Source: an optimization exercise on an open RTL-to-GDS flow (aim: small area, a short achievable clock period and few clock cycles per item). Production flows keep margins and buffers that such runs may drop.
Function was not checked in any run shown here: the RTL went through the layout flow alone.

==> flow/design.v <==
module cordic_pipe #(
  parameter int W         = 16,
  parameter int AW        = 16,
  parameter int ITER      = 12,
  parameter int GAIN_COMP = 1,
  parameter int IN_REG    = 0,    
  parameter int IPS       = 2,    
  parameter int GSPLIT    = 0     
) (
  input  logic          clk,
  input  logic          rst,
  input  logic          in_valid,
  output logic          in_ready,
  input  logic          in_mode,
  input  logic [W-1:0]  in_x,
  input  logic [W-1:0]  in_y,
  input  logic [AW-1:0] in_z,
  output logic          out_valid,
  input  logic          out_ready,
  output logic          out_mode,
  output logic [W-1:0]  out_x,
  output logic [W-1:0]  out_y,
  output logic [AW-1:0] out_z
);
  localparam int XW = W + 2;
  localparam int BW = XW - 5;   
  localparam int NS = ITER / IPS;
  localparam logic signed [AW-1:0] Z90  = AW'(9000);
  localparam logic signed [AW-1:0] Z180 = AW'(18000);
  function automatic logic [AW-1:0] atan_cdeg(input int i);
    case (i)
      0:  atan_cdeg = 4500;
      1:  atan_cdeg = 2657;
      2:  atan_cdeg = 1404;
      3:  atan_cdeg = 713;
      4:  atan_cdeg = 358;
      5:  atan_cdeg = 179;
      6:  atan_cdeg = 90;
      7:  atan_cdeg = 45;
      8:  atan_cdeg = 22;
      9:  atan_cdeg = 11;
      10: atan_cdeg = 6;
      11: atan_cdeg = 3;
      12: atan_cdeg = 1;
      13: atan_cdeg = 1;
      default: atan_cdeg = 0;
    endcase
  endfunction
  function automatic logic [XW-1:0] addsub(input logic [XW-1:0] a, input logic [XW-1:0] b,
                                           input logic sub);
    logic [XW:0] s;
    s = {a, 1'b1} + {b ^ {XW{sub}}, sub};
    addsub = s[XW:1];
  endfunction
  localparam int NV = IN_REG + 1 + NS + GSPLIT + 1;   
  logic          en;              
  logic          o_v, s_v, rdy;   
  logic [NV-1:0] vld;
  assign en        = !s_v;
  assign in_ready  = rdy;
  assign out_valid = o_v;
  always_ff @(posedge clk or posedge rst) begin
    if (rst) vld <= '0;
    else if (en) vld <= {vld[NV-2:0], in_valid};
  end
  logic          i_mode;
  logic [W-1:0]  i_x, i_y;
  logic [AW-1:0] i_z;
  if (IN_REG != 0) begin : g_inreg
    always_ff @(posedge clk) begin
      if (en) begin
        i_mode <= in_mode;
        i_x    <= in_x;
        i_y    <= in_y;
        i_z    <= in_z;
      end
    end
  end else begin : g_noinreg
    assign i_mode = in_mode;
    assign i_x    = in_x;
    assign i_y    = in_y;
    assign i_z    = in_z;
  end
  logic signed [XW-1:0] ext_x, ext_y, px_n, py_n;
  logic signed [AW-1:0] zi, pz_n;
  logic                 fold;
  assign ext_x = {{2{i_x[W-1]}}, i_x};
  assign ext_y = {{2{i_y[W-1]}}, i_y};
  assign zi    = i_z;
  always_comb begin
    pz_n = zi;
    fold = 1'b0;
    if (!i_mode) begin
      if (zi > Z90) begin
        fold = 1'b1;
        pz_n = zi - Z180;
      end else if (zi < -Z90) begin
        fold = 1'b1;
        pz_n = zi + Z180;
      end
    end else begin
      pz_n = '0;
      if (ext_x[XW-1]) begin
        fold = 1'b1;
        pz_n = i_y[W-1] ? -Z180 : Z180;
      end
    end
    px_n = fold ? -ext_x : ext_x;
    py_n = fold ? -ext_y : ext_y;
  end
  logic [NS:0]           s_mode, s_dx, s_dy, s_dz;
  logic [NS:0][XW-1:0]   s_x, s_y;
  logic [NS:0][AW-1:0]   s_z;
  always_ff @(posedge clk) begin
    if (en) begin
      s_mode[0] <= i_mode;
      s_x[0]    <= px_n;
      s_y[0]    <= py_n;
      s_z[0]    <= pz_n;
      s_dx[0]   <= i_mode ? py_n[XW-1] : !pz_n[AW-1];
      s_dy[0]   <= i_mode ? py_n[XW-1] : !pz_n[AW-1];
      s_dz[0]   <= i_mode ? py_n[XW-1] : !pz_n[AW-1];
    end
  end
  localparam int NC = NS * (IPS + 1);
  logic [NC-1:0][XW-1:0] cx, cy;
  logic [NC-1:0][AW-1:0] cz;
  logic [NC-1:0]         cdx, cdy, cdz;
  for (genvar k = 0; k < NS; k++) begin : g_stage
    localparam int B = k * (IPS + 1);
    assign cx[B+0]  = s_x[k];
    assign cy[B+0]  = s_y[k];
    assign cz[B+0]  = s_z[k];
    assign cdx[B+0] = s_dx[k];
    assign cdy[B+0] = s_dy[k];
    assign cdz[B+0] = s_dz[k];
    for (genvar j = 0; j < IPS; j++) begin : g_rot
      localparam int I = k * IPS + j;
      localparam logic [AW-1:0] ANG = atan_cdeg(I);
      logic signed [XW-1:0] xs, ys;
      assign xs        = $signed(cx[B+j]) >>> I;
      assign ys        = $signed(cy[B+j]) >>> I;
      assign cx[B+j+1]   = addsub(cx[B+j], ys, cdx[B+j]);
      assign cy[B+j+1]   = addsub(cy[B+j], xs, !cdy[B+j]);
      assign cz[B+j+1]   = cz[B+j] + (cdz[B+j] ? -ANG : ANG);
      assign cdx[B+j+1]  = s_mode[k] ? cy[B+j+1][XW-1] : !cz[B+j+1][AW-1];
      assign cdy[B+j+1]  = cdx[B+j+1];
      assign cdz[B+j+1]  = cdx[B+j+1];
    end
    always_ff @(posedge clk) begin
      if (en) begin
        s_mode[k+1] <= s_mode[k];
        s_x[k+1]    <= cx[B+IPS];
        s_y[k+1]    <= cy[B+IPS];
        s_z[k+1]    <= cz[B+IPS];
        s_dx[k+1]   <= cdx[B+IPS];
        s_dy[k+1]   <= cdy[B+IPS];
        s_dz[k+1]   <= cdz[B+IPS];
      end
    end
  end
  logic signed [XW-1:0] l_x, l_y, g_x, g_y;
  logic          g_mode;
  logic [AW-1:0] g_z;
  assign l_x = s_x[NS];
  assign l_y = s_y[NS];
  if (GSPLIT != 0) begin : g_gain2
    logic signed [XW-1:0] ga_x, ga_y;
    logic signed [BW-1:0] gb_x, gb_y;
    logic          ga_mode;
    logic [AW-1:0] ga_z;
    always_ff @(posedge clk) begin
      if (en) begin
        ga_mode <= s_mode[NS];
        ga_z    <= s_z[NS];
        ga_x    <= (l_x >>> 1) + (l_x >>> 3);
        ga_y    <= (l_y >>> 1) + (l_y >>> 3);
        gb_x    <= BW'(l_x >>> 6) + BW'(l_x >>> 9);
        gb_y    <= BW'(l_y >>> 6) + BW'(l_y >>> 9);
        g_mode  <= ga_mode;
        g_z     <= ga_z;
        g_x     <= ga_x - XW'(gb_x);
        g_y     <= ga_y - XW'(gb_y);
      end
    end
  end else begin : g_gain1
    always_ff @(posedge clk) begin
      if (en) begin
        g_mode <= s_mode[NS];
        g_z    <= s_z[NS];
        g_x    <= (l_x >>> 1) + (l_x >>> 3) - (l_x >>> 6) - (l_x >>> 9);
        g_y    <= (l_y >>> 1) + (l_y >>> 3) - (l_y >>> 6) - (l_y >>> 9);
      end
    end
  end
  function automatic logic [W-1:0] sat(input logic signed [XW-1:0] v);
    if (v[XW-1:W-1] != {(XW-W+1){v[XW-1]}}) sat = {v[XW-1], {(W-1){!v[XW-1]}}};
    else                                    sat = v[W-1:0];
  endfunction
  logic [3*W:0] res, skid;
  assign res = GAIN_COMP != 0 ? {g_mode, sat(g_x), sat(g_y), g_z}
                              : {s_mode[NS], sat(l_x), sat(l_y), s_z[NS]};
  logic push, o_v_n, s_v_n;
  assign push  = en && vld[NV-1];
  assign o_v_n = s_v || push || (o_v && !out_ready);
  assign s_v_n = s_v ? !out_ready : (push && o_v && !out_ready);
  always_ff @(posedge clk or posedge rst) begin
    if (rst) begin
      o_v <= 1'b0;
      s_v <= 1'b0;
      rdy <= 1'b1;
    end else begin
      o_v <= o_v_n;
      s_v <= s_v_n;
      rdy <= !s_v_n;
    end
  end
  always_ff @(posedge clk) begin
    if (!s_v) skid <= res;
    if (!o_v || out_ready) {out_mode, out_x, out_y, out_z} <= s_v ? skid : res;
  end
endmodule
==> flow/run.sh <==
#!/bin/bash
# synth_recipe.tcl (not shown) runs the flow's synth.tcl, then flattens the netlist and writes it again
# the make line also repeats each setting of config.mk as NAME=value (left out here)
make -C /OpenROAD-flow-scripts/flow DESIGN_CONFIG=/design/flow/config.mk WORK_HOME=/design/flow/orfs CLKGATE_MAP_FILE= SYNTH_SCRIPT=/design/flow/synth_recipe.tcl finish
==> flow/config.mk <==
export PLATFORM = sky130hd
export DESIGN_NAME = cordic_pipe
export DESIGN_NICKNAME = cordic_pipe
export VERILOG_FILES = /design/flow/design.v
export SDC_FILE = /design/flow/constraint.sdc
export NUM_CORES = 4
export LEC_CHECK = 0
export CAP_MARGIN = 20
export CORE_MARGIN = 2
export CORE_UTILIZATION = 40
export SLEW_MARGIN = 20
==> flow/constraint.sdc <==
create_clock -name core_clock -period 4.4 [get_ports {clk}]
set_input_delay 0.8800 -clock core_clock [delete_from_list [all_inputs] [get_ports {clk}]]
set_output_delay 0.8800 -clock core_clock [all_outputs]
set_load 0.01 [all_outputs]
==> results.yml, run 1 <==
timing:
  hold-worst-slack_ns: 0.418
  fmax_ghz: 0.180
  setup_slack_ns: -1.17
  clock_skew_ns: 0.0376
  finalSetupViolCount: 218
  rsz0062_at_grt: "yes"
  fin_tns_setup_ns: -88.15
  relSlewSlack_pct: 36.1
  worstMarginPinSlew_ns: 0.952
  report.final.slew_viol_count: 0
  finalHoldViolations: 0
  period_share_pct: 127
  post-route-min-period_ns: 5.57
place:
  gp_congestion: 0.880
  dp_hpwl_mm: 112
  port_buffers: 103
cts:
  htreeDepth: 2
  cts_root_buffer: "clkbuf_16"
  cts_inserted_buffers: 61
  tritoncts: "built"
  clock_latency_ns: 0.70
  path_clk_slew_ns: 0.06
  clk_path_buf_depth: 3
  clkSinkCount: 537
finish:
  drive_above_1_share_pct: 41.4
  area_growth_pct: 55.8
  nFillCells: 9875
  n_antenna_cell: 0
  fin_nets: 8323
logic_synthesis:
  synth_ff_type: "edfxtp_1"
  yosysWarnings: 1
  synth_edf_count: 477
  async_flop_share_pct: 2.05
  syn_nets: 6196
  synthCells: 5510
  netlist_top_cells_count: "671 x xnor2_1, 577 x ha_1, 477 x edfxtp_1"
  synth_top_area_share_pct: 28.1
  synth_area_leader_cell: "edfxtp_1"
  synth_most_common_cell: "xnor2_1"
  synth-seq-cells: 537
  ys_top_cells_by_area: "edfxtp_1 28%, ha_1 14%, xnor2_1 12%, a21oi_1 4.3%, xor2_1 4.2%"
  netlist_area_mm2: 0.0509
  ys_seq_area_share_pct: 30.6
  synthDistinctLibCells: 95
  syn_area_per_cell_um2: 9.24
floorplanning:
  rows: 130
  die-area_mm2: 0.130
  ios: 104
  die_h_um: 361
  core_area_mm2: 0.126
  initial_utilization_pct: 40.4
  die_w_um: 361
drt:
  post-route-drc-count: 0
  routed_wl_mm: 150
  ant_nets: 0
  drt_iter0_markers: 2428
  dr.pass1.iters: 5
  routed_via_density: 5.20
  wl_per_cell_um: 16.1
  vias: 48546
status:
  status: "complete, but fails checks"
  violations: "setup timing"
critical_path:
  critical_path_required_ns: 4.81
  cp-end-kind: "register"
  path_common_cell: "a21o_1"
  cp-start-kind: "register"
  worst-setup-path-type: "register to register"
  critPathBufInv: 5
  cp_slowest_cell: "edfxtp_1"
  path_max_fanout: 5
  timing.critical_path.slowest_cell_delay_ns: 0.41
  crit_family: "compound AO/OA/AOI/OAI gates"
  worstPathArrival_ns: 5.98
flow_run:
  max_cap_viol_count: 0
grt:
  track_usage_pct: 21.4
  first_global_vias: 48264
  antenna_found_initial: 0
  grt-ovfl-total: 0
  grt_pass1_wl_mm: 234
  grt_max_degree: 99
min_path:
  min_path_type: "register to register"
[layout by cell type (no fill, tap or decap), types with 53 or more instances in the layout]
cell and count:
a21o_1 189, buf_4 1905, nand3_1 108, xnor2_1 521
a21oi_1 287, nor3_1 92, edfxtp_1 477, xor2_1 235
a21oi_2 136, ha_1 451, xnor2_2 108, fa_1 53
o21ai_2 66, o21ai_0 211, clkbuf_16 67, ha_4 104
inv_1 251, nor2b_1 71, o21a_1 82, o21ai_1 65
nand2_1 302, clkdlybuf4s50_1 103, buf_6 122, nor2_1 360
o21bai_1 59
[flip-flops by register name, summed over array words and instances (netlist names), 6 cells and up]
signal and count:
cdx 6, g_x 18, g_y 18, g_z 16
out_x 16, out_y 16, out_z 16, s_mode 7
s_x 125, s_y 125, s_z 112, skid 49
vld 8
[routing by layer]
layer | vias up | GRT usage, % | share of wire [%]
met5 | - | 0 | 0
met4 | 0 | 5.97 | 2.7
met3 | 253 | 1.78 | 2.5
met2 | 696 | 41.1 | 53
met1 | 23146 | 25.3 | 42
li1 | 24451 | - | -
[stage by stage]
stage               utilization, %  std cells  instance area [µm²]  setup WS, ns
finish                        63.0       9337                79400         -1.17
global route                  63.0       9337                79400         -1.40
detailed placement            54.8       8890                69000         -1.27
global placement              54.8       8890                69000         -1.13
floorplan                        -       5510                53900         -3.02
CTS                           59.3       9165                74700         -1.11
[path summary, 6_finish.rpt]
kind                       startpoint  cells past startpoint  slack [ns]  endpoint
min reg2reg                  s_z[108]                      0        0.42   g_z[12]
max                            cdx[6]                     25       -1.17   s_y[71]
max in group asynchronous         rst                      2        3.60       rdy
min                          s_z[108]                      0        0.42   g_z[12]
max reg2reg                    cdx[6]                     25       -1.17   s_y[71]
min in group asynchronous         rst                      2        0.48    vld[4]
[cells by family after synthesis]
kind of cell,after synthesis,synth area share [%]
compound gates,1588,20.1
simple gates,1373,12.8
buf+inv,399,3.00
mux,56,1.18
fa+ha+maj,638,16.5
flops,537,30.6
xor+xnor,919,15.8
[final cells by class]
cell class / instances / area [µm²] / share of cell area, %
well taps: 1650 / 2060 / 2.60
repair buffers: 2190 / 17900 / 22.6
inverters: 270 / 1070 / 1.35
clock buffers: 81 / 1710 / 2.16
clock inverters: 32 / 410 / 0.517
multi-input cells: 4574 / 40600 / 51.1
repair inverters: 3 / 30.0 / 0.0378
flip-flops and latches: 537 / 15600 / 19.6
[what timing repair did]
item / 4_1_cts / 5_1_grt
resized for setup: 441 / 628
setup endpoints to repair: 237 / 259
pin swaps: 218 / 365
hold buffers: 0 / 0
setup buffers: 166 / 198
gates cloned: 7 / 5
==> run 2: changes to the inputs <==
--- a/flow/design.v
+++ b/flow/design.v
@@ -4,7 +4,7 @@
   parameter int ITER      = 12,
   parameter int GAIN_COMP = 1,
-  parameter int IN_REG    = 0,    
-  parameter int IPS       = 2,    
-  parameter int GSPLIT    = 0     
+  parameter int IN_REG    = 1,    
+  parameter int IPS       = 1,    
+  parameter int GSPLIT    = 1     
 ) (
   input  logic          clk,
==> run 2 against run 1 <==
Effect of this change: the run now finishes clean; register-to-register slack gained 1.8 ns; via count shrank 11%; hold slack lost 0.019 ns; critical endpoint is now cdx[6]; wire length shrank 14%.
==> results.yml, run 2 <==
status:
  status: "no timing/DRC/antenna violations"
logic_synthesis:
  synthDistinctLibCells: 86
  synth_area_leader_cell: "edfxtp_1"
  synth_mux_area_share_pct: 1.11
  synth-xor-area-share_pct: 12.7
  ys_seq_area_share_pct: 45.7
  synthCells: 5848
  ys_top_cells_by_area: "edfxtp_1 43%, ha_1 13%, xnor2_1 8.3%, xor2_1 4.3%, a21oi_1 3.3%"
  syn_nets: 6577
  synth_most_common_cell: "edfxtp_1"
  yosysWarnings: 1
  async_flop_share_pct: 1.91
  synth_top_family_by_area: "compound AO/OA/AOI/OAI gates"
  netlist_top_cells_count: "927 x edfxtp_1, 658 x ha_1, 610 x xnor2_1"
  synth_fa_ha_area_share_pct: 13.4
  synth_ff_type: "edfxtp_1"
  syn_area_per_cell_um2: 11.0
  synth_edf_count: 927
  synth-simple-area-share_pct: 10.2
  synth-seq-cells: 995
  synth_top_area_share_pct: 43.4
  synth_compound_area_share_pct: 14.9
  netlist_area_mm2: 0.0641
flow_run:
  max_cap_viol_count: 0
critical_path:
  cp-end-kind: "register"
  r2r_slack_ns: 0.65
  worst-setup-path-type: "register to register"
  crit_chain: "buf_12 > xnor2_1 > ha_1 > a311oi_1 > nor4_1 > buf_4 > nor4_1 > o41ai_1 > a21oi_1 > xor2_1 > mux2i_1"
  cp_slowest_cell: "nor4_1"
  critPathBufInv: 2
  path_max_fanout: 46
  timing.critical_path.slowest_cell_delay_ns: 0.56
  critical_path_required_ns: 4.80
  path_common_cell: "nor4_1"
  crit_family: "compound AO/OA/AOI/OAI gates"
  worstPathArrival_ns: 4.15
  cp-start-kind: "register"
cts:
  cts_hold_buf: 0
  postCtsSetupBuffers: 0
  clk_path_buf_depth: 3
  htreeDepth: 3
  clock_latency_ns: 0.76
  cts_root_buffer: "clkbuf_16"
  path_clk_slew_ns: 0.06
  tritoncts: "built"
  clkSinkCount: 995
  ctsResizeCount: 0
  cts_inserted_buffers: 112
place:
  port_buffers: 103
  placed_area_mm2: 0.0680
  gp_congestion: 0.839
  dp_hpwl_mm: 99.4
grt:
  track_usage_pct: 15.8
  grt_max_degree: 75
  first_global_vias: 42757
  antenna_found_initial: 0
  grt-ovfl-total: 0
  grt_pass1_wl_mm: 214
finish:
  reg_top3: "s_x x233, s_y x233, s_z x208"
  drive_above_1_share_pct: 5.62
  area_growth_pct: 11.6
  mostFrequentLayoutCells: "927 x edfxtp_1, 658 x ha_1, 610 x xnor2_1, 420 x a21oi_1, 370 x nor2_1"
  fin_nets: 6761
  nFillCells: 14598
  n_antenna_cell: 0
  fin_area_mm2: 0.0716
  final_common_cell: "edfxtp_1"
drt:
  ant_nets: 0
  routed_wl_mm: 129
  wl_per_cell_um: 15.7
  post-route-drc-count: 0
  routed_via_density: 5.28
  drt_iter0_markers: 2330
  vias: 43228
  dr.pass1.iters: 5
floorplanning:
  ios: 104
  die-area_mm2: 0.164
  die_w_um: 404
  rows: 146
  die_h_um: 404
  core_area_mm2: 0.159
  initial_utilization_pct: 40.4
timing:
  finalSetupViolCount: 0
  fmax_ghz: 0.267
  post-route-min-period_ns: 3.75
  report.final.slew_viol_count: 0
  finalHoldViolations: 0
  worstMarginPinSlew_ns: 0.901
  relSlewSlack_pct: 38.2
  rsz0062_at_grt: "no"
  hold-worst-slack_ns: 0.399
  clock_skew_ns: 0.0912
  period_share_pct: 85.2
min_path:
  min_path_type: "register to register"
-- run 2: area by class of cell --
cell class | count | area [µm²] | area share [%]
multi-input combinational | 4503 | 33500 | 46.8
sequential | 995 | 29300 | 40.9
clock buffer | 132 | 2960 | 4.14
tap | 2072 | 2590 | 3.62
timing repair buffer | 163 | 1670 | 2.33
inverter | 257 | 968 | 1.35
clock inverter | 70 | 556 | 0.776
-- run 2: cells by family after synthesis --
family                   Yosys count
XOR/XNOR                         927
flip-flops                       995
multiplexers                      65
adder cells (fa/ha/maj)          676
AND/OR/NAND/NOR                 1358
buffers and inverters            350
AO/OA/AOI/OAI                   1477
-- run 2: final timing paths --
path	start	endpoint	cells after the start
hold reg to reg	s_z[64]	s_z[80]	0
max in group asynchronous	rst	s_v	2
hold / removal	s_z[64]	s_z[80]	0
setup reg to reg	cdx[4]	cdx[6]	11
min in group asynchronous	rst	vld[0]	2
setup / recovery	cdx[4]	cdx[6]	11
-- run 2: per-layer routing --
metal	vias up	global-route usage [%]	share of wire, %
met1	20329	18.8	43
li1	22058	-	-
met2	607	29.0	51
met4	0	5.24	3.3
met3	234	2.06	2.8
met5	-	0	0
-- run 2: stage by stage --
step                setup WS (ns)  util [%]  setup TNS, ns  std cells
finish                      0.651      45.1              0       8192
global route                0.366      45.1              0       8192
CTS                         0.645      45.1              0       8192
detailed placement          0.653      42.9              0       7990
global placement            0.661      42.9              0       7990
floorplan                   -9.99         -       -8773.50       5848
==> run 3: changes to the inputs <==
--- a/flow/config.mk
+++ b/flow/config.mk
@@ -9,3 +9,4 @@
 export CORE_MARGIN = 2
 export CORE_UTILIZATION = 40
+export SETUP_SLACK_MARGIN = 1.2
 export SLEW_MARGIN = 20
==> run 3 against run 2 <==
Effect of this change: still clean on timing, DRC and antenna; non-clock buffer count grew 110; synthesized cell count is the same.
==> results.yml, run 3 <==
status:
  status: "no timing/DRC/antenna violations"
logic_synthesis:
  synth_area_leader_cell: "edfxtp_1"
  synth_top_area_share_pct: 43.4
  ys_seq_area_share_pct: 45.7
  synthDistinctLibCells: 86
  syn_area_per_cell_um2: 11.0
  synth_edf_count: 927
  async_flop_share_pct: 1.91
  synth_most_common_cell: "edfxtp_1"
  netlist_area_mm2: 0.0641
  netlist_top_cells_count: "927 x edfxtp_1, 658 x ha_1, 610 x xnor2_1"
  ys_top_cells_by_area: "edfxtp_1 43%, ha_1 13%, xnor2_1 8.3%, xor2_1 4.3%, a21oi_1 3.3%"
  synthCells: 5848
  synth-seq-cells: 995
  yosysWarnings: 1
  synth_ff_type: "edfxtp_1"
  syn_nets: 6577
finish:
  final_cells: 8313
  mostFrequentLayoutCells: "927 x edfxtp_1, 648 x ha_1, 598 x xnor2_1, 393 x a21oi_1, 369 x nor2_1"
  multi_input_area_mm2: 0.0345
  fin_area_mm2: 0.0740
  final_common_cell: "edfxtp_1"
  ff_latch_area_mm2: 0.0293
  drive_above_1_share_pct: 9.55
  fin_nets: 6872
  reg_top3: "s_x x233, s_y x233, s_z x208"
  nFillCells: 14515
  area_growth_pct: 15.4
critical_path:
  crit_chain: "buf_4 > buf_6 > xnor2_1 > ha_1 > a21oi_2 > nor2b_2 > o211ai_1 > a21oi_1 > a211oi_2 > o31ai_2 > xnor2_2 > buf_4 > mux2i_1"
  r2r_slack_ns: 1.20
  path_common_cell: "buf_4"
  path_max_fanout: 22
  startpoint: "cdx[6]"
  cp-end-kind: "register"
  r2r-start: "cdx[6]"
  worstPathArrival_ns: 3.63
  critical_path_required_ns: 4.83
  r2r_end: "cdx[8]"
  crit_cells: 13
  rr_worst_depth: 13
  cp_slowest_cell: "edfxtp_1"
  timing.critical_path.slowest_cell_delay_ns: 0.45
  worst-setup-path-type: "register to register"
  critPathCapture: "cdx[8]"
  crit_family: "compound AO/OA/AOI/OAI gates"
  cp-start-kind: "register"
  critPathBufInv: 3
cts:
  cts_inserted_buffers: 113
  htreeDepth: 3
  tritoncts: "built"
  path_clk_slew_ns: 0.06
  clk_path_buf_depth: 3
  clock_latency_ns: 0.75
  cts_root_buffer: "clkbuf_16"
  clkSinkCount: 995
grt:
  grt_pass1_wl_mm: 220
  grt-ovfl-total: 0
  grt.busiest_layer: "met2"
  track_usage_pct: 16.3
  use_met3_pct: 2.04
  gr-usage-met1_pct: 19.6
  grt_max_degree: 107
  antenna_found_initial: 1
  first_global_vias: 43026
  use_met2_pct: 30.0
timing:
  fmax_ghz: 0.312
  period_share_pct: 72.8
  post-route-min-period_ns: 3.20
  hold-worst-slack_ns: 0.405
  report.final.slew_viol_count: 0
  finalHoldViolations: 0
  relSlewSlack_pct: 36.3
  rsz0062_at_grt: "yes"
  clock_skew_ns: 0.0623
  finalSetupViolCount: 0
  worstMarginPinSlew_ns: 0.956
drt:
  dr.pass1.iters: 5
  ant_nets: 0
  routed_wl_mm: 136
  post-route-drc-count: 0
  vias: 43895
  routed_via_density: 5.28
  wl_per_cell_um: 16.3
  drt_iter0_markers: 2348
floorplanning:
  die_h_um: 404
  rows: 146
  initial_utilization_pct: 40.4
  ios: 104
  core_area_mm2: 0.159
  die_w_um: 404
  die-area_mm2: 0.164
min_path:
  min_path_type: "register to register"
place:
  dp_hpwl_mm: 102
  placed_cells: 7985
  gp_congestion: 0.850
  placed_area_mm2: 0.0682
  port_buffers: 103
flow_run:
  max_cap_viol_count: 0
run 3: cell counts after synthesis:
Identical to the previous run, type by type.
run 3: through the flow:
| stage | utilization (%) | setup WS, ns | setup TNS, ns |
|---|---|---|---|
| final | 46.6 | 1.20 | 0 |
| after global routing | 46.6 | 1.05 | 0 |
| after CTS | 45.8 | 1.05 | 0 |
| after detailed placement | 43.0 | 0.567 | 0 |
| after global placement | 43.0 | 0.595 | 0 |
| after floorplan | - | -9.99 | -8773.50 |
run 3: worst min path at each step:
stage,from,to,slack [ns],depth (start not counted)
floorplan,s_mode[12],g_gain2.ga_mode,0.40,0
global placement,s_z[206],g_gain2.ga_z[14],0.40,0
detailed placement,s_z[196],g_gain2.ga_z[4],0.40,0
CTS,s_z[160],s_z[176],0.39,0
global route,s_z[160],s_z[176],0.41,0
finish,s_z[160],s_z[176],0.40,0
run 3: per-layer routing:
metal,share of wire [%],wire (µm)
met5,0,0
met3,2.7,3680
met4,2.8,3860
met1,43,58600
met2,51,69800
run 3: cell families (layout without fill, tap and decap cells):
group                    count (synthesis)  in the layout  share of synthesized area [%]
AO/OA/AOI/OAI                         1477           1477                           14.9
AND/OR/NAND/NOR                       1358           1358                           10.2
flip-flops                             995            995                           45.7
XOR/XNOR                               927            927                           12.7
adder cells (fa/ha/maj)                676            676                           13.4
buffers and inverters                  350            742                           2.07
multiplexers                            65             65                           1.11
other                                    0              1                              0
run 3: layout make-up:
cell class | count | share of cell area, %
tap | 2072 | 3.50
antenna | 1 | 0.00338
sequential | 995 | 39.6
timing repair buffer | 273 | 3.71
inverter | 257 | 1.32
clock inverter | 70 | 1.10
multi-input combinational | 4503 | 46.6
clock buffer | 142 | 4.16
run 3: repair_timing:
action                                 4_1_cts  5_1_grt
hold buffers                                 0        0
pin swaps                                   21       61
buffers inserted                            40       69
resized for setup                           56      135
cloned                                       1        5
setup endpoints to repair                   97      125
endpoints found under the hold margin        0        0
==> run 4: changes to the inputs <==
--- a/flow/design.v
+++ b/flow/design.v
@@ -6,5 +6,6 @@
   parameter int IN_REG    = 1,    
   parameter int IPS       = 1,    
-  parameter int GSPLIT    = 1     
+  parameter int GSPLIT    = 1,    
+  parameter int SKID      = 0     
 ) (
   input  logic          clk,
@@ -57,6 +58,4 @@
   logic          o_v, s_v, rdy;   
   logic [NV-1:0] vld;
-  assign en        = !s_v;
-  assign in_ready  = rdy;
   assign out_valid = o_v;
   always_ff @(posedge clk or posedge rst) begin
@@ -201,22 +200,39 @@
   assign res = GAIN_COMP != 0 ? {g_mode, sat(g_x), sat(g_y), g_z}
                               : {s_mode[NS], sat(l_x), sat(l_y), s_z[NS]};
-  logic push, o_v_n, s_v_n;
-  assign push  = en && vld[NV-1];
-  assign o_v_n = s_v || push || (o_v && !out_ready);
-  assign s_v_n = s_v ? !out_ready : (push && o_v && !out_ready);
-  always_ff @(posedge clk or posedge rst) begin
-    if (rst) begin
-      o_v <= 1'b0;
-      s_v <= 1'b0;
-      rdy <= 1'b1;
-    end else begin
-      o_v <= o_v_n;
-      s_v <= s_v_n;
-      rdy <= !s_v_n;
-    end
-  end
-  always_ff @(posedge clk) begin
-    if (!s_v) skid <= res;
-    if (!o_v || out_ready) {out_mode, out_x, out_y, out_z} <= s_v ? skid : res;
+  if (SKID != 0) begin : g_skid
+    logic push, o_v_n, s_v_n;
+    assign en       = !s_v;
+    assign in_ready = rdy;
+    assign push     = en && vld[NV-1];
+    assign o_v_n    = s_v || push || (o_v && !out_ready);
+    assign s_v_n    = s_v ? !out_ready : (push && o_v && !out_ready);
+    always_ff @(posedge clk or posedge rst) begin
+      if (rst) begin
+        o_v <= 1'b0;
+        s_v <= 1'b0;
+        rdy <= 1'b1;
+      end else begin
+        o_v <= o_v_n;
+        s_v <= s_v_n;
+        rdy <= !s_v_n;
+      end
+    end
+    always_ff @(posedge clk) begin
+      if (!s_v) skid <= res;
+      if (!o_v || out_ready) {out_mode, out_x, out_y, out_z} <= s_v ? skid : res;
+    end
+  end else begin : g_noskid
+    assign en       = !o_v || out_ready;
+    assign in_ready = en;
+    assign s_v      = 1'b0;
+    assign rdy      = 1'b1;
+    assign skid     = '0;
+    always_ff @(posedge clk or posedge rst) begin
+      if (rst) o_v <= 1'b0;
+      else if (en) o_v <= vld[NV-1];
+    end
+    always_ff @(posedge clk) begin
+      if (en) {out_mode, out_x, out_y, out_z} <= res;
+    end
   end
 endmodule
==> run 4 against run 3 <==
Effect of this change: still clean; die area shrank 2.4%; final cell count decreased by 1.7%; non-clock buffer count down 13; critical path depth shrank 2; setup slack got worse by 0.00085 ns; maximum frequency barely moved; sequential share of layout area fell by 0.49 points; design area is 2.3% lower; global-route usage decreased by 0.31 points; critical endpoint is now s_x[88]; largest cell class unchanged.
==> results.yml, run 4 <==
drt:
  routed_via_density: 5.24
  post-route-drc-count: 0
  wl_per_cell_um: 15.9
  vias: 42830
  routed_wl_mm: 130
  drt_iter0_markers: 2169
  dr.pass1.iters: 7
  ant_nets: 0
place:
  dp_hpwl_mm: 96.5
  port_buffers: 103
  place_ws_ns: 0.732
  gp_congestion: 0.863
logic_synthesis:
  async_flop_share_pct: 1.80
  syn_area_per_cell_um2: 10.9
  syn_nets: 6458
  synth_ff_type: "edfxtp_1"
  synth_area_leader_cell: "edfxtp_1"
  ys_top_cells_by_area: "edfxtp_1 44%, ha_1 13%, xnor2_1 8.6%, xor2_1 4.8%, a21oi_1 4.0%"
  yosysWarnings: 1
  synth_top_area_share_pct: 44.5
  synth_most_common_cell: "edfxtp_1"
  synth_edf_count: 927
  netlist_top_cells_count: "927 x edfxtp_1, 658 x ha_1, 617 x xnor2_1"
  synthDistinctLibCells: 88
  synthCells: 5729
  synth-seq-cells: 944
  netlist_area_mm2: 0.0626
  ys_seq_area_share_pct: 45.2
finish:
  nFillCells: 14193
  mostFrequentLayoutCells: "927 x edfxtp_1, 637 x ha_1, 601 x xnor2_1, 466 x nor2_1, 461 x a21oi_1"
  ff_latch_area_mm2: 0.0283
  area_growth_pct: 15.5
  drive_above_1_share_pct: 9.54
  reg_top3: "s_x x233, s_y x233, s_z x208"
  multi_input_area_mm2: 0.0341
  fin_nets: 6746
  n_antenna_cell: 0
  final_common_cell: "edfxtp_1"
  utilization_pct: 46.4
flow_run:
  max_cap_viol_count: 0
critical_path:
  cp-end-kind: "register"
  worst-setup-path-type: "register to register"
  r2r_end: "s_x[88]"
  worstPathArrival_ns: 3.66
  cp-start-kind: "register"
  timing.critical_path.slowest_cell_delay_ns: 0.52
  r2r_slack_ns: 1.19
  crit_chain: "buf_6 > clkbuf_16 > xor2_1 > ha_1 > or3_1 > a21o_1 > a31o_2 > a2111oi_2 > o31ai_1 > a21oi_1 > xnor2_1"
  startpoint: "cdx[6]"
  critPathCapture: "s_x[88]"
  cp_slowest_cell: "edfxtp_1"
  path_max_fanout: 6
  r2r-start: "cdx[6]"
  critical_path_required_ns: 4.85
  rr_worst_depth: 11
cts:
  clk_path_buf_depth: 3
  cts_root_buffer: "clkbuf_16"
  htreeDepth: 3
  path_clk_slew_ns: 0.06
  cts_inserted_buffers: 111
  clock_latency_ns: 0.74
  tritoncts: "built"
  clkSinkCount: 944
grt:
  first_global_vias: 41892
  antenna_found_initial: 0
  grt_max_degree: 188
  grt_pass1_wl_mm: 210
  grt-ovfl-total: 0
  track_usage_pct: 16.0
timing:
  relSlewSlack_pct: 23.4
  period_share_pct: 72.8
  fmax_ghz: 0.312
  worstMarginPinSlew_ns: 1.15
  finalSetupViolCount: 0
  fin_tns_setup_ns: 0
  report.final.slew_viol_count: 0
  clock_skew_ns: 0.0369
  post-route-min-period_ns: 3.21
  finalHoldViolations: 0
  rsz0062_at_grt: "yes"
  setup_slack_ns: 1.19
status:
  status: "no timing/DRC/antenna violations"
floorplanning:
  initial_utilization_pct: 40.2
  die_w_um: 400
  die_h_um: 400
  die-area_mm2: 0.160
  ios: 104
  core_area_mm2: 0.156
  rows: 145
min_path:
  hp-start: "s_z[203]"
  min_path_type: "register to register"
[run 4: changes by cell type after synthesis, moves of 24 or more]
| cell | change |
|---|---|
| o21ai_0 | -56 |
| a211oi_1 | -31 |
| o21a_1 | +32 |
| and3_1 | -24 |
| dfxtp_1 | -49 |
| nand3_1 | -30 |
| nand2_1 | -60 |
| a21oi_1 | +75 |
| nor2_1 | +99 |
[run 4: what timing repair did]
item,CTS,global route
setup buffers,49,57
setup endpoints to repair,125,142
hold endpoints to repair,0,0
gates cloned,1,4
hold buffers,0,0
gates resized for setup,48,219
pin swaps,8,92
[run 4: cell type report]
cell class | instances | share of cell area (%)
Inverter | 255 | 1.33
Sequential cell | 944 | 39.1
Clock buffer | 130 | 4.04
Clock inverter | 78 | 1.26
Tap cell | 2058 | 3.56
Multi-Input combinational cell | 4445 | 47.2
Timing Repair Buffer | 260 | 3.50
[run 4: stage by stage]
step / area (µm²) / hold slack [ns] / instances
global route: 72300 / 0.416 / 8170
CTS: 70800 / 0.388 / 8109
detailed placement: 66300 / 0.405 / 7851
global placement: 66300 / 0.402 / 7851
finish: 72300 / 0.393 / 8170
floorplan: 62800 / 0.400 / 5729
[run 4: routing by layer]
| metal | vias to the layer above | share of wire [%] | GRT usage [%] |
|---|---|---|---|
| met5 | - | 0 | 0 |
| met4 | 0 | 2.7 | 4.63 |
| met3 | 212 | 3.0 | 2.17 |
| met2 | 583 | 50 | 29.0 |
| met1 | 20299 | 44 | 19.5 |
| li1 | 21736 | - | - |
[run 4: worst min path at each step]
stage	end	slack (ns)	cells past startpoint
final	g_gain2.ga_z[11]	0.39	0
after global routing	out_z[9]	0.42	0
after CTS	g_gain2.ga_z[11]	0.39	0
after detailed placement	g_gain2.ga_z[11]	0.40	0
after global placement	out_z[1]	0.40	0
after floorplan	g_gain2.ga_mode	0.40	0
[run 4: worst max-delay path, delay by kind of cell (launching register included)]
kind / cells / cell delay (ns)
xor+xnor: 2 / 0.27
simple gates: 1 / 0.40
compound gates: 5 / 1.17
fa+ha+maj: 1 / 0.23
buf+inv: 2 / 0.35
flops: 1 / 0.52
[run 4: kinds of logic (layout without fill, tap and decap cells)]
| logic type | after synthesis | after routing | synth area share, % |
|---|---|---|---|
| muxes | 46 | 46 | 0.780 |
| adders and majority gates | 676 | 676 | 13.7 |
| buffers and inverters | 340 | 723 | 2.09 |
| xor gates and xnor gates | 957 | 957 | 13.4 |
| and+or+nand+nor | 1264 | 1264 | 9.42 |
| DFF | 944 | 944 | 45.2 |
| AOI/OAI and AO/OA | 1502 | 1502 | 15.4 |
==> run 5: changes to the inputs <==
--- a/flow/design.v
+++ b/flow/design.v
@@ -7,5 +7,5 @@
   parameter int IPS       = 1,    
   parameter int GSPLIT    = 1,    
-  parameter int SKID      = 0     
+  parameter int SKID      = 1     
 ) (
   input  logic          clk,
--- a/flow/config.mk
+++ b/flow/config.mk
@@ -9,4 +9,4 @@
 export CORE_MARGIN = 2
 export CORE_UTILIZATION = 40
-export SETUP_SLACK_MARGIN = 1.2
+export SETUP_SLACK_MARGIN = 1.7
 export SLEW_MARGIN = 20
==> run 5 against run 4 <==
Effect of this change: flip-flop and latch count rose by 51; design area up 18%; die area rose by 2.4%; area after synthesis up 2.4%; via count increased by 9.6%; register-to-register slack better by 0.05 ns; setup slack better by 0.050 ns; largest cell class unchanged.
==> results.yml, run 5 <==
logic_synthesis:
  synth_edf_count: 927
  netlist_top_cells_count: "927 x edfxtp_1, 658 x ha_1, 644 x xnor2_1"
  netlist_area_mm2: 0.0641
  synthCells: 5787
  synth_ff_type: "edfxtp_1"
  syn_area_per_cell_um2: 11.1
  syn_nets: 6516
  synth_most_common_cell: "edfxtp_1"
  synth_top_area_share_pct: 43.4
  ys_top_cells_by_area: "edfxtp_1 43%, ha_1 13%, xnor2_1 8.8%, xor2_1 4.4%, a21oi_1 3.7%"
  ys_seq_area_share_pct: 45.7
  async_flop_share_pct: 1.91
  synth_area_leader_cell: "edfxtp_1"
  yosysWarnings: 1
  synth-seq-cells: 995
  synthDistinctLibCells: 92
place:
  placed_area_mm2: 0.0682
  gp_congestion: 0.859
  dp_hpwl_mm: 98.7
  place_ws_ns: 0.478
  port_buffers: 103
grt:
  grt_pass1_wl_mm: 237
  grt-ovfl-total: 0
  track_usage_pct: 17.7
  grt_max_degree: 155
  first_global_vias: 46610
  antenna_found_initial: 0
cts:
  cts_inserted_buffers: 111
  cts_root_buffer: "clkbuf_16"
  path_clk_slew_ns: 0.06
  htreeDepth: 3
  tritoncts: "built"
  clk_path_buf_depth: 3
  clkSinkCount: 995
  clock_latency_ns: 0.74
  cts_hold_buf: 0
floorplanning:
  ios: 104
  rows: 146
  die-area_mm2: 0.163
  initial_utilization_pct: 40.4
  die_h_um: 404
  core_area_mm2: 0.159
  die_w_um: 404
flow_run:
  max_cap_viol_count: 0
finish:
  drive_above_1_share_pct: 28.8
  reg_top3: "s_x x233, s_y x233, s_z x208"
  fin_area_mm2: 0.0850
  n_antenna_cell: 0
  area_growth_pct: 32.6
  mostFrequentLayoutCells: "927 x edfxtp_1, 557 x xnor2_1, 532 x buf_4, 504 x ha_1, 339 x nor2_1"
  final_common_cell: "edfxtp_1"
  fin_nets: 7408
drt:
  wl_per_cell_um: 17.4
  routed_wl_mm: 154
  ant_nets: 0
  drt_iter0_markers: 2532
  vias: 46921
  routed_via_density: 5.30
  post-route-drc-count: 0
  dr.pass1.iters: 5
status:
  status: "no timing/DRC/antenna violations"
critical_path:
  worst-setup-path-type: "register to register"
  critical_path_required_ns: 4.87
  worstPathArrival_ns: 3.62
  cp-start-kind: "register"
  path_max_fanout: 5
  cp-end-kind: "register"
timing:
  finalHoldViolations: 0
  hold-worst-slack_ns: 0.396
  report.final.slew_viol_count: 0
  post-route-min-period_ns: 3.15
  period_share_pct: 71.7
  clock_skew_ns: 0.0344
  fmax_ghz: 0.317
  setup_slack_ns: 1.25
  relSlewSlack_pct: 33.8
  worstMarginPinSlew_ns: 0.994
  finalSetupViolCount: 0
  rsz0062_at_grt: "yes"
  fin_tns_setup_ns: 0
min_path:
  min_path_type: "register to register"
[run 5: cell types whose count changed in the layout (fill, tap and decap cells not counted), sizes merged, moves of 27 or more]
cell   before  now
dfxtp       0   49
nand2     259  292
buf       153  753
nor2      469  367
o21ai     274  359
xnor2     617  644
[run 5: critical path: stages (launching register included)]
cell	delay, ns
edfxtp_1	0.44
buf_6	0.17
buf_16	0.14
xor2_1	0.25
ha_4	0.27
a2111oi_4	0.34
o21a_1	0.28
o31ai_4	0.09
o31ai_2	0.27
a21boi_1	0.11
o21ai_1	0.24
nor2b_4	0.21
xnor2_2	0.07
[run 5: worst paths after layout]
path / from / end / slack, ns / depth (start not counted)
setup / recovery: cdx[10] / s_x[123] / 1.25 / 12
hold / removal: s_z[160] / s_z[176] / 0.40 / 0
setup reg to reg: cdx[10] / s_x[123] / 1.25 / 12
hold reg to reg: s_z[160] / s_z[176] / 0.40 / 0
max in group asynchronous: rst / s_v / 3.33 / 2
min in group asynchronous: rst / o_v / 0.57 / 2
[run 5: kinds of logic (layout without fill, tap and decap cells)]
family / after synthesis / count (layout) / share of synthesized area, %
AOI/OAI and AO/OA: 1598 / 1598 / 16.0
adders and majority gates: 676 / 676 / 13.4
and+or+nand+nor: 1168 / 1168 / 8.69
xor gates and xnor gates: 963 / 963 / 13.2
muxes: 62 / 64 / 1.05
DFF: 995 / 995 / 45.7
buffers and inverters: 325 / 1311 / 1.98
[run 5: area by class of cell]
cell class	count	area, µm²
Fill cell	13179	73700
Multi-Input combinational cell	4469	40100
Sequential cell	995	29300
Timing Repair Buffer	865	8460
Clock buffer	148	3080
Tap cell	2072	2590
Inverter	236	942
Clock inverter	61	534
Timing Repair inverter	1	5.00
[run 5: per-layer routing]
| layer | up-vias | track usage, % | part of all wire (%) |
|---|---|---|---|
| li1 | 23263 | - | - |
| met1 | 22592 | 20.2 | 40 |
| met2 | 737 | 33.2 | 53 |
| met3 | 329 | 2.15 | 2.5 |
| met4 | 0 | 6.93 | 4.0 |
| met5 | - | 0 | 0 |
[run 5: stage by stage]
step | std cells | utilization (%)
after floorplan | 5787 | -
after global placement | 7928 | 42.9
after detailed placement | 7928 | 42.9
after CTS | 8590 | 50.2
after global routing | 8847 | 53.5
final | 8847 | 53.5
[run 5: repair_timing]
item,4_1_cts,5_1_grt
setup endpoints to repair,857,794
gates cloned,20,8
gates resized for setup,880,650
setup buffers,433,249
pin swaps,450,540
==> run 6: changes to the inputs <==
--- a/flow/design.v
+++ b/flow/design.v
@@ -4,8 +4,7 @@
   parameter int ITER      = 12,
   parameter int GAIN_COMP = 1,
-  parameter int IN_REG    = 1,    
   parameter int IPS       = 1,    
   parameter int GSPLIT    = 1,    
-  parameter int SKID      = 1     
+  parameter int SKID      = 0     
 ) (
   input  logic          clk,
@@ -54,5 +53,5 @@
     addsub = s[XW:1];
   endfunction
-  localparam int NV = IN_REG + 1 + NS + GSPLIT + 1;   
+  localparam int NV = 2 + NS + (GSPLIT == 1 ? 2 : 1);   
   logic          en;              
   logic          o_v, s_v, rdy;   
@@ -63,49 +62,37 @@
     else if (en) vld <= {vld[NV-2:0], in_valid};
   end
-  logic          i_mode;
+  logic signed [AW-1:0] zi;
+  logic                 r_hi, r_lo, vfold, n_fold, n_kp, n_kn, n_d0;
+  assign zi     = in_z;
+  assign r_hi   = zi > Z90;             
+  assign r_lo   = zi < -Z90;            
+  assign vfold  = in_x[W-1];            
+  assign n_fold = in_mode ? vfold : (r_hi || r_lo);
+  assign n_kp   = in_mode ? (vfold && !in_y[W-1]) : r_lo;
+  assign n_kn   = in_mode ? (vfold && in_y[W-1]) : r_hi;
+  assign n_d0   = in_mode ? (vfold ? ($signed(in_y) > 0) : in_y[W-1])
+                          : (r_hi ? (zi >= Z180) : r_lo ? (zi >= -Z180) : !zi[AW-1]);
+  logic          i_mode, i_fold, i_kp, i_kn, i_d0;
   logic [W-1:0]  i_x, i_y;
-  logic [AW-1:0] i_z;
-  if (IN_REG != 0) begin : g_inreg
-    always_ff @(posedge clk) begin
-      if (en) begin
-        i_mode <= in_mode;
-        i_x    <= in_x;
-        i_y    <= in_y;
-        i_z    <= in_z;
-      end
-    end
-  end else begin : g_noinreg
-    assign i_mode = in_mode;
-    assign i_x    = in_x;
-    assign i_y    = in_y;
-    assign i_z    = in_z;
+  logic [AW-1:0] i_zm;
+  always_ff @(posedge clk) begin
+    if (en) begin
+      i_mode <= in_mode;
+      i_x    <= in_x;
+      i_y    <= in_y;
+      i_zm   <= in_mode ? '0 : in_z;
+      i_fold <= n_fold;
+      i_kp   <= n_kp;
+      i_kn   <= n_kn;
+      i_d0   <= n_d0;
+    end
   end
   logic signed [XW-1:0] ext_x, ext_y, px_n, py_n;
-  logic signed [AW-1:0] zi, pz_n;
-  logic                 fold;
+  logic signed [AW-1:0] pz_n;
   assign ext_x = {{2{i_x[W-1]}}, i_x};
   assign ext_y = {{2{i_y[W-1]}}, i_y};
-  assign zi    = i_z;
-  always_comb begin
-    pz_n = zi;
-    fold = 1'b0;
-    if (!i_mode) begin
-      if (zi > Z90) begin
-        fold = 1'b1;
-        pz_n = zi - Z180;
-      end else if (zi < -Z90) begin
-        fold = 1'b1;
-        pz_n = zi + Z180;
-      end
-    end else begin
-      pz_n = '0;
-      if (ext_x[XW-1]) begin
-        fold = 1'b1;
-        pz_n = i_y[W-1] ? -Z180 : Z180;
-      end
-    end
-    px_n = fold ? -ext_x : ext_x;
-    py_n = fold ? -ext_y : ext_y;
-  end
+  assign px_n  = i_fold ? -ext_x : ext_x;
+  assign py_n  = i_fold ? -ext_y : ext_y;
+  assign pz_n  = i_zm + (i_kp ? Z180 : i_kn ? -Z180 : AW'(0));
   logic [NS:0]           s_mode, s_dx, s_dy, s_dz;
   logic [NS:0][XW-1:0]   s_x, s_y;
@@ -117,7 +104,7 @@
       s_y[0]    <= py_n;
       s_z[0]    <= pz_n;
-      s_dx[0]   <= i_mode ? py_n[XW-1] : !pz_n[AW-1];
-      s_dy[0]   <= i_mode ? py_n[XW-1] : !pz_n[AW-1];
-      s_dz[0]   <= i_mode ? py_n[XW-1] : !pz_n[AW-1];
+      s_dx[0]   <= i_d0;
+      s_dy[0]   <= i_d0;
+      s_dz[0]   <= i_d0;
     end
   end
@@ -164,5 +151,5 @@
   assign l_x = s_x[NS];
   assign l_y = s_y[NS];
-  if (GSPLIT != 0) begin : g_gain2
+  if (GSPLIT == 1) begin : g_gain2
     logic signed [XW-1:0] ga_x, ga_y;
     logic signed [BW-1:0] gb_x, gb_y;
@@ -183,4 +170,19 @@
       end
     end
+  end else if (GSPLIT == 2) begin : g_gainh
+    logic signed [XW-1:0] ga_x, ga_y;
+    logic signed [BW-1:0] gb_x, gb_y;
+    always_ff @(posedge clk) begin
+      if (en) begin
+        g_mode <= s_mode[NS];
+        g_z    <= s_z[NS];
+        ga_x   <= (l_x >>> 1) + (l_x >>> 3);
+        ga_y   <= (l_y >>> 1) + (l_y >>> 3);
+        gb_x   <= BW'(l_x >>> 6) + BW'(l_x >>> 9);
+        gb_y   <= BW'(l_y >>> 6) + BW'(l_y >>> 9);
+      end
+    end
+    assign g_x = ga_x - XW'(gb_x);
+    assign g_y = ga_y - XW'(gb_y);
   end else begin : g_gain1
     always_ff @(posedge clk) begin
--- a/flow/config.mk
+++ b/flow/config.mk
@@ -9,4 +9,4 @@
 export CORE_MARGIN = 2
 export CORE_UTILIZATION = 40
-export SETUP_SLACK_MARGIN = 1.7
+export SETUP_SLACK_MARGIN = 1.2
 export SLEW_MARGIN = 20
==> run 6 against run 5 <==
Effect of this change: global-route usage fell by 2.0 points; setup slack got worse by 0.022 ns; hold slack improved by 0.018 ns; via count fell by 10%; core utilization fell by 7.2 points.
==> results.yml, run 6 <==
logic_synthesis:
  synthCells: 5658
  synth_top_area_share_pct: 44.7
  ys_top_cells_by_area: "edfxtp_1 45%, ha_1 13%, xnor2_1 9.4%, xor2_1 4.0%, a21oi_1 3.8%"
  synth_ff_type: "edfxtp_1"
  syn_area_per_cell_um2: 11.0
  netlist_top_cells_count: "931 x edfxtp_1, 674 x xnor2_1, 665 x ha_1"
  yosysWarnings: 1
  netlist_area_mm2: 0.0625
  syn_nets: 6395
  synth-seq-cells: 948
  synth_edf_count: 931
  ys_seq_area_share_pct: 45.4
  async_flop_share_pct: 1.79
  synthDistinctLibCells: 82
  synth_most_common_cell: "edfxtp_1"
  synth_area_leader_cell: "edfxtp_1"
critical_path:
  crit_chain: "buf_4 > clkbuf_16 > xor2_1 > ha_1 > buf_4 > a21o_1 > o31ai_4 > nand2b_1 > a221o_1 > a211oi_2 > a21oi_2 > xnor2_1"
  critPathBufInv: 3
  path_max_fanout: 7
  worstPathArrival_ns: 3.62
  cp_slowest_cell: "edfxtp_1"
  path_common_cell: "buf_4"
  cp-start-kind: "register"
  cp-end-kind: "register"
  worst-setup-path-type: "register to register"
  critical_path_required_ns: 4.84
  timing.critical_path.slowest_cell_delay_ns: 0.43
  crit_family: "compound AO/OA/AOI/OAI gates"
finish:
  reg_top3: "s_x x233, s_y x233, s_z x208"
  n_antenna_cell: 0
  final_common_cell: "edfxtp_1"
  utilization_pct: 46.4
  fin_nets: 6684
  nFillCells: 14146
  drive_above_1_share_pct: 9.91
  mostFrequentLayoutCells: "931 x edfxtp_1, 651 x xnor2_1, 644 x ha_1, 452 x nor2_1, 433 x a21oi_1"
  area_growth_pct: 15.6
timing:
  clock_skew_ns: 0.0396
  finalHoldViolations: 0
  fmax_ghz: 0.315
  report.final.slew_viol_count: 0
  fin_tns_setup_ns: 0
  post-route-min-period_ns: 3.18
  hold-worst-slack_ns: 0.414
  rsz0062_at_grt: "yes"
  relSlewSlack_pct: 20.5
  period_share_pct: 72.2
  worstMarginPinSlew_ns: 1.19
  finalSetupViolCount: 0
floorplanning:
  core_area_mm2: 0.156
  ios: 104
  die_w_um: 399
  rows: 145
  initial_utilization_pct: 40.1
  die_h_um: 399
  die-area_mm2: 0.159
drt:
  ant_nets: 0
  vias: 41998
  wl_per_cell_um: 15.9
  routed_via_density: 5.19
  routed_wl_mm: 129
  post-route-drc-count: 0
  drt_iter0_markers: 2061
  dr.pass1.iters: 5
cts:
  clkSinkCount: 948
  path_clk_slew_ns: 0.06
  clk_path_buf_depth: 3
  cts_inserted_buffers: 108
  cts_hold_buf: 0
  tritoncts: "built"
  cts_root_buffer: "clkbuf_16"
  htreeDepth: 3
  clock_latency_ns: 0.73
place:
  gp_congestion: 0.844
  dp_hpwl_mm: 94.9
  port_buffers: 103
grt:
  antenna_found_initial: 0
  grt_pass1_wl_mm: 206
  track_usage_pct: 15.6
  first_global_vias: 41322
  grt-ovfl-total: 0
  grt_max_degree: 198
min_path:
  min_path_type: "register to register"
flow_run:
  max_cap_viol_count: 0
status:
  status: "no timing/DRC/antenna violations"
-- run 6: cell types whose count changed in the layout (fill, tap and decap cells not counted), moves of 49 or more --
cell | before | now
or3_1 | 12 | 66
ha_4 | 95 | 5
nor2_1 | 339 | 452
buf_4 | 532 | 117
ha_1 | 504 | 644
a21oi_1 | 264 | 433
o21ai_2 | 85 | 21
a21oi_2 | 185 | 36
dfxtp_1 | 49 | 0
buf_6 | 145 | 7
xnor2_1 | 557 | 651
xnor2_2 | 67 | 18
-- run 6: area by class of cell --
| type | count | area [µm²] | share of cell area, % |
|---|---|---|---|
| Clock buffer | 136 | 2900 | 4.02 |
| Sequential cell | 948 | 28400 | 39.3 |
| Inverter | 209 | 796 | 1.10 |
| Timing Repair Buffer | 255 | 2570 | 3.56 |
| Clock inverter | 64 | 688 | 0.953 |
| Multi-Input combinational cell | 4425 | 34300 | 47.5 |
| Tap cell | 2058 | 2570 | 3.57 |
-- run 6: cells by family (layout without fill, tap and decap cells) --
logic type	Yosys count	count (layout)	synth area share [%]
multiplexers	37	37	0.627
buffers and inverters	285	664	1.76
AND/OR/NAND/NOR	1331	1331	10.3
adder cells (fa/ha/maj)	684	684	13.9
XOR/XNOR	959	959	13.5
flip-flops	948	948	45.4
AO/OA/AOI/OAI	1414	1414	14.5
-- run 6: final timing paths --
kind,start,slack (ns),depth (start not counted),to
worst max-delay path,cdx[16],1.22,12,s_x[179]
min in group asynchronous,rst,0.55,2,vld[11]
worst min register to register,g_gain2.ga_z[8],0.41,0,g_z[8]
max in group asynchronous,rst,3.45,2,vld[14]
worst max register to register,cdx[16],1.22,12,s_x[179]
worst min-delay path,g_gain2.ga_z[8],0.41,0,g_z[8]
-- run 6: worst reg2reg max path: cells and delay by family, from the launching register on --
kind	cells	cell delay, ns
AO/OA/AOI/OAI	5	1.20
buffers and inverters	3	0.53
flip-flops	1	0.43
adder cells (fa/ha/maj)	1	0.34
XOR/XNOR	2	0.29
AND/OR/NAND/NOR	1	0.14
-- run 6: what timing repair did --
| item | CTS | global route |
|---|---|---|
| pin swaps | 6 | 93 |
| gates cloned | 0 | 10 |
| setup endpoints to repair | 126 | 107 |
| setup buffers | 20 | 72 |
| resized for setup | 48 | 207 |
-- run 6: per-stage QoR --
stage,cell area [µm²],instances,worst slack [ns]
after CTS,70400,8012,1.14
after detailed placement,66400,7792,0.774
after floorplan,62900,5658,-11.41
after global placement,66400,7792,0.819
final,72200,8095,1.22
after global routing,72200,8095,1.05
-- run 6: metal layers --
layer | GRT usage [%] | wire [µm] | vias to the layer above
li1 | - | - | 21526
met1 | 18.3 | 54500 | 19782
met2 | 29.3 | 67600 | 504
met3 | 2.34 | 3800 | 186
met4 | 4.49 | 3040 | 0
met5 | 0 | 0 | -
==> run 7: changes to the inputs <==
--- a/flow/config.mk
+++ b/flow/config.mk
@@ -9,4 +9,4 @@
 export CORE_MARGIN = 2
 export CORE_UTILIZATION = 40
-export SETUP_SLACK_MARGIN = 1.2
+export SETUP_SLACK_MARGIN = 1.6
 export SLEW_MARGIN = 20
==> run 7 against run 6 <==
Effect of this change: hold slack lost 0.020 ns; flip-flop and latch count stayed put; setup slack worse by 0.020 ns; largest cell class unchanged; critical path type unchanged.
==> results.yml, run 7 <==
logic_synthesis:
  syn_nets: 6395
  synth_most_common_cell: "edfxtp_1"
  syn_area_per_cell_um2: 11.0
  ys_top_cells_by_area: "edfxtp_1 45%, ha_1 13%, xnor2_1 9.4%, xor2_1 4.0%, a21oi_1 3.8%"
  yosysWarnings: 1
  synth_area_leader_cell: "edfxtp_1"
  synth_top_area_share_pct: 44.7
  synth_fa_ha_area_share_pct: 13.9
  synthDistinctLibCells: 82
  ys_seq_area_share_pct: 45.4
  synth-xor-area-share_pct: 13.5
  synth_mux_area_share_pct: 0.627
  synth-simple-area-share_pct: 10.3
  synth-seq-cells: 948
  synth_top_family_by_area: "compound AO/OA/AOI/OAI gates"
  netlist_top_cells_count: "931 x edfxtp_1, 674 x xnor2_1, 665 x ha_1"
  synth_edf_count: 931
  synth_ff_type: "edfxtp_1"
  synthCells: 5658
  netlist_area_mm2: 0.0625
  async_flop_share_pct: 1.79
  synth_compound_area_share_pct: 14.5
drt:
  wl_per_cell_um: 17.1
  routed_wl_mm: 149
  routed_via_density: 5.26
  dr.pass1.iters: 5
  post-route-drc-count: 0
  ant_nets: 0
  drt_iter0_markers: 2084
  vias: 45718
place:
  placed_area_mm2: 0.0664
  port_buffers: 103
  gp_congestion: 0.859
  place_ws_ns: 0.712
  dp_hpwl_mm: 94.9
cts:
  htreeDepth: 3
  path_clk_slew_ns: 0.06
  cts_root_buffer: "clkbuf_16"
  cts_hold_buf: 0
  cts_inserted_buffers: 110
  tritoncts: "built"
  clk_path_buf_depth: 3
  clock_latency_ns: 0.77
  clkSinkCount: 948
finish:
  final_common_cell: "edfxtp_1"
  mostFrequentLayoutCells: "931 x edfxtp_1, 572 x xnor2_1, 519 x ha_1, 504 x buf_4, 414 x nor2_1"
  reg_top3: "s_x x233, s_y x233, s_z x208"
  fin_area_mm2: 0.0832
  fin_nets: 7272
  n_antenna_cell: 0
  drive_above_1_share_pct: 28.0
  area_growth_pct: 33.2
  utilization_pct: 53.5
min_path:
  min_path_type: "register to register"
timing:
  setup_slack_ns: 1.20
  post-route-min-period_ns: 3.20
  period_share_pct: 72.7
  finalHoldViolations: 0
  worstMarginPinSlew_ns: 0.965
  relSlewSlack_pct: 35.7
  fin_tns_setup_ns: 0
  report.final.slew_viol_count: 0
  rsz0062_at_grt: "yes"
  fmax_ghz: 0.313
  clock_skew_ns: 0.0746
  finalSetupViolCount: 0
critical_path:
  cp-end-kind: "register"
  path_max_fanout: 4
  cp-start-kind: "register"
  worst-setup-path-type: "register to register"
  critical_path_required_ns: 4.87
  worstPathArrival_ns: 3.67
grt:
  grt_pass1_wl_mm: 228
  grt-ovfl-total: 0
  first_global_vias: 44981
  antenna_found_initial: 0
  grt_max_degree: 155
  track_usage_pct: 17.4
floorplanning:
  core_area_mm2: 0.156
  ios: 104
  die_h_um: 399
  initial_utilization_pct: 40.1
  die_w_um: 399
  die-area_mm2: 0.159
  rows: 145
flow_run:
  max_cap_viol_count: 0
status:
  status: "no timing/DRC/antenna violations"
-- run 7: cell counts after synthesis --
No cell type changed its count.
-- run 7: cell type report --
class / count / area, µm²
Fill cell: 12901 / 72400
Multi-Input combinational cell: 4425 / 39300
Sequential cell: 948 / 28400
Timing Repair Buffer: 841 / 8350
Clock buffer: 128 / 2850
Tap cell: 2058 / 2570
Clock inverter: 81 / 897
Inverter: 209 / 840
-- run 7: final timing paths --
kind                            startpoint  endpoint  slack (ns)  cells past startpoint
setup / recovery                    cdx[2]   s_x[53]        1.20                     15
hold / removal             g_gain2.ga_z[2]    g_z[2]        0.39                      0
setup reg to reg                    cdx[2]   s_x[53]        1.20                     15
hold reg to reg            g_gain2.ga_z[2]    g_z[2]        0.39                      0
max in group asynchronous              rst   vld[11]        3.42                      2
min in group asynchronous              rst    vld[1]        0.54                      2
-- run 7: cell families after synthesis --
logic type	Yosys count
compound gates	1414
xor+xnor	959
fa+ha+maj	684
buf+inv	285
flops	948
mux	37
simple gates	1331
-- run 7: metal layers --
layer | up-vias | global-route usage, % | part of all wire [%] | wire length, µm
met4 | 0 | 5.51 | 3.6 | 5360
li1 | 22664 | - | - | -
met1 | 22108 | 20.3 | 41 | 60900
met5 | - | 0 | 0 | 0
met2 | 645 | 32.8 | 53 | 78500
met3 | 301 | 2.35 | 2.9 | 4290
-- run 7: critical path, cell delays in order (launching register included) --
cell      delay (ns)
edfxtp_1        0.41
buf_12          0.15
buf_12          0.13
buf_12          0.14
xor2_1          0.16
ha_1            0.37
nand3_2         0.12
o22ai_4         0.22
o41ai_4         0.09
buf_4           0.15
o211ai_1        0.34
nand2_1         0.14
o21ai_2         0.19
o21ai_2         0.07
a21oi_1         0.16
a31oi_1         0.06
-- run 7: repair_timing --
item | in CTS | in global routing
pin swaps | 415 | 598
gates resized for setup | 680 | 740
endpoints found under the setup margin | 289 | 277
hold endpoints to repair | 0 | 0
cloned | 20 | 7
setup buffers | 399 | 268
-- run 7: metrics by stage --
stage,hold slack (ns),std cells
floorplan,0.400,5658
global placement,0.401,7786
detailed placement,0.405,7786
CTS,0.402,8414
global route,0.403,8690
finish,0.394,8690

## static timing again, ports no longer ideal
The flow's constraints put no driver on any port. The routed layouts listed below were extracted and timed again, unchanged, in two steps. Step 1: set_driving_cell puts a clkbuf_16 on clk and a buf_2 on each other input, an assumption about the parent block. Step 2 adds t to the input delays and takes it off the output delays; t is the mean of the earliest and latest rising clock arrival at the registers after step 1. Input paths then give back, and output paths get back, about the clock's delay inside the block. Three values: ideal, step 1, step 2; two values: the first two.
run | t (ns) | slack for setup (ns) | latest minus earliest clock arrival (ns) | worst data-port slew with drivers (ns)
run 1 | 0.755 | -1.167 / -1.167 / -1.167 | 0.058 / 0.058 | 0.04
run 2 | 0.795 | 0.651 / 0.651 / 0.651 | 0.094 / 0.094 | 0.07
run 3 | 0.799 | 1.195 / 1.195 / 1.195 | 0.074 / 0.074 | 0.09
run 4 | 0.790 | 1.195 / 1.195 / 0.998 | 0.042 / 0.043 | 0.05
run 5 | 0.808 | 1.245 / 1.245 / 1.245 | 0.043 / 0.043 | 0.05
run 6 | 0.785 | 1.223 / 1.223 / 0.991 | 0.049 / 0.048 | 0.06
run 7 | 0.810 | 1.203 / 1.203 / 0.935 | 0.075 / 0.076 | 0.04
For run 7, which loses most, drivers alone change the setup slack by 0.000 ns; drivers and shift together by -0.268 ns.
